This is an optimization exercise on Yosys and OpenROAD, whose aim is small area, not a production implementation. Function was checked by simulation only, so behaviour that the tests miss may differ from the original.

==> inputs of exp/maple <==
## data_mem
module data_mem #(
  parameter int W = 8,
  parameter int A = 8
) (
  input  logic         clk,
  input  logic         reset,
  input  logic [A-1:0] DataAddress,
  input  logic         ReadMem,
  input  logic         WriteMem,
  input  logic [W-1:0] DataIn,
  output logic [W-1:0] DataOut
);
  localparam int DEPTH = 1 << A;
  logic [W-1:0] mem_core [DEPTH];
  logic         phase_m  [1];
  logic [DEPTH-1:0][W-1:0] q, d;
  for (genvar r = 0; r < DEPTH; r++) begin : g_q
    assign q[r] = mem_core[r];
  end
  logic phase;
  assign phase = phase_m[0];
  logic [DEPTH-1:0][A-1:0] row_idx;
  logic                    phase_idx;
  for (genvar r = 0; r < DEPTH; r++) begin : g_idx
    assign row_idx[r] = r;
  end
  assign phase_idx = 1'b0;
  always_ff @(posedge clk) begin
    if (phase) phase_m[phase_idx] <= 1'b0;
    else       phase_m[phase_idx] <= 1'b1;
  end
  logic we;
  assign we = WriteMem & ~reset;
  logic [15:0] lo, lo_n, hi, hiw_n;
  ...
==> module dm_rdl12, before the edit <==
module dm_rdl12 (
  input  logic [15:0] pn,
  output logic        y
);
  assign y = ~&{~|pn[3:0], ~|pn[7:4], ~|pn[11:8], ~|pn[15:12]};
endmodule
==> module dm_rdfin, before the edit <==
module dm_rdfin (
  input  logic [3:0] a,
  input  logic       phase,
  input  logic       rd,
  output logic       y
);
  assign y = rd & ((&a) ^ phase);
endmodule
==> module dm_rdout, before the edit <==
module dm_rdout (
  input  logic [127:0] pn,
  input  logic         phase,
  input  logic         rd,
  output logic         y
);
  logic [7:0]  n2;
  logic [3:0]  a3;
  for (genvar i = 0; i < 8; i++) begin : g_l12
    dm_rdl12 u (.pn(pn[16*i +: 16]), .y(n2[i]));
  end
  for (genvar i = 0; i < 4; i++) begin : g_l3
    dm_nor2 u (.a(n2[2*i]), .b(n2[2*i+1]), .y(a3[i]));
  end
  dm_rdfin u_fin (.a(a3), .phase(phase), .rd(rd), .y(y));
endmodule
==> flow/config.mk <==
export PLATFORM = sky130hd
export DESIGN_NAME = data_mem
export DESIGN_NICKNAME = data_mem
export VERILOG_FILES = /design/flow/design.v
export SDC_FILE = /design/flow/constraint.sdc
export NUM_CORES = 4
export LEC_CHECK = 0
export CAP_MARGIN = 0
export CORE_MARGIN = 2
export CORE_UTILIZATION = 70
export CTS_CLUSTER_DIAMETER = 80
export CTS_CLUSTER_SIZE = 28
export GPL_TIMING_DRIVEN = 0
export SETUP_SLACK_MARGIN = 0.35
export SLEW_MARGIN = 0
export SYNTH_HIERARCHICAL = 1
==> flow/constraint.sdc <==
create_clock -name core_clock -period 8.0 [get_ports {clk}]
set_input_delay 1.6000 -clock core_clock [delete_from_list [all_inputs] [get_ports {clk}]]
set_output_delay 1.6000 -clock core_clock [all_outputs]
set_load 0.01 [all_outputs]
run.sh (not shown) runs the stock make flow with config.mk's settings and CLKGATE_MAP_FILE= SYNTH_SCRIPT=/design/flow/synth_recipe.tcl, a recipe that flattens the netlist after the stock synthesis.
==> exp/amber (differences from exp/maple) <==
--- a/flow/design.v
+++ b/flow/design.v
@@ -35,16 +35,2 @@
 endmodule
-module dm_rdl12 (
-  input  logic [15:0] pn,
-  output logic        y
-);
-  assign y = ~&{~|pn[3:0], ~|pn[7:4], ~|pn[11:8], ~|pn[15:12]};
-endmodule
-module dm_rdfin (
-  input  logic [3:0] a,
-  input  logic       phase,
-  input  logic       rd,
-  output logic       y
-);
-  assign y = rd & ((&a) ^ phase);
-endmodule
 module dm_rdout (
@@ -55,11 +41,3 @@
 );
-  logic [7:0]  n2;
-  logic [3:0]  a3;
-  for (genvar i = 0; i < 8; i++) begin : g_l12
-    dm_rdl12 u (.pn(pn[16*i +: 16]), .y(n2[i]));
-  end
-  for (genvar i = 0; i < 4; i++) begin : g_l3
-    dm_nor2 u (.a(n2[2*i]), .b(n2[2*i+1]), .y(a3[i]));
-  end
-  dm_rdfin u_fin (.a(a3), .phase(phase), .rd(rd), .y(y));
+  assign y = rd & ((~|pn) ^ phase);
 endmodule
Settings changed: CAP_MARGIN 0 to 20, CORE_UTILIZATION 70 to 40, CTS_CLUSTER_SIZE 28 to 24, SETUP_SLACK_MARGIN 0.35 to 0.3, SLEW_MARGIN 0 to 20.
==> exp/delta (differences from exp/maple) <==
--- a/flow/design.v
+++ b/flow/design.v
@@ -35,16 +35,2 @@
 endmodule
-module dm_rdl12 (
-  input  logic [15:0] pn,
-  output logic        y
-);
-  assign y = ~&{~|pn[3:0], ~|pn[7:4], ~|pn[11:8], ~|pn[15:12]};
-endmodule
-module dm_rdfin (
-  input  logic [3:0] a,
-  input  logic       phase,
-  input  logic       rd,
-  output logic       y
-);
-  assign y = rd & ((&a) ^ phase);
-endmodule
 module dm_rdout (
@@ -55,11 +41,3 @@
 );
-  logic [7:0]  n2;
-  logic [3:0]  a3;
-  for (genvar i = 0; i < 8; i++) begin : g_l12
-    dm_rdl12 u (.pn(pn[16*i +: 16]), .y(n2[i]));
-  end
-  for (genvar i = 0; i < 4; i++) begin : g_l3
-    dm_nor2 u (.a(n2[2*i]), .b(n2[2*i+1]), .y(a3[i]));
-  end
-  dm_rdfin u_fin (.a(a3), .phase(phase), .rd(rd), .y(y));
+  assign y = rd & ((~|pn) ^ phase);
 endmodule
Settings changed: CAP_MARGIN 0 to 20, CORE_UTILIZATION 70 to 40, CTS_CLUSTER_DIAMETER 80 to unset, CTS_CLUSTER_SIZE 28 to unset, GPL_TIMING_DRIVEN 0 to unset, SETUP_SLACK_MARGIN 0.35 to unset, SLEW_MARGIN 0 to 20.
==> comparison <==
- exp/delta produced a layout that fails on setup timing. exp/maple finished with timing, DRC and antenna clean. exp/amber completed without violations.
- In flip-flop and latch count, exp/amber and exp/maple do not differ.
- In synthesized cell count, exp/amber and exp/delta do not differ.
- Against exp/maple, the cell area of exp/delta is larger by 8.7%.
- Clock skew: exp/amber > exp/delta > exp/maple.

## re-timing with driven ports
Ports are ideal in the flow. The routed layouts listed here were re-timed in OpenROAD.
Step 1, drivers: a clkbuf_16 drives clk and a buf_2 each remaining input, both assumed.
Step 2 adds t to the input delays and takes it off the output delays; t is the mean of the earliest and latest rising clock arrival at the registers after step 1. Input paths then give back, and output paths get back, about the clock's delay inside the block.
a / b / c = ideal ports / drivers / drivers and shift; a / b = the first two.
run | shift t [ns] | setup slack, ns | worst setup path after step 2 | worst register clock-pin slew, ns
exp/maple | 0.784 | 0.147 / 0.123 / 0.123 | input to output | 0.11 / 0.11
exp/amber | 0.814 | 0.254 / 0.135 / 0.135 | input to output | 0.10 / 0.10
exp/delta | 0.910 | -0.055 / -0.078 / -0.078 | input to output | 0.07 / 0.07
For exp/amber, which loses most, drivers alone change the setup slack by -0.119 ns; drivers and shift together by -0.119 ns.
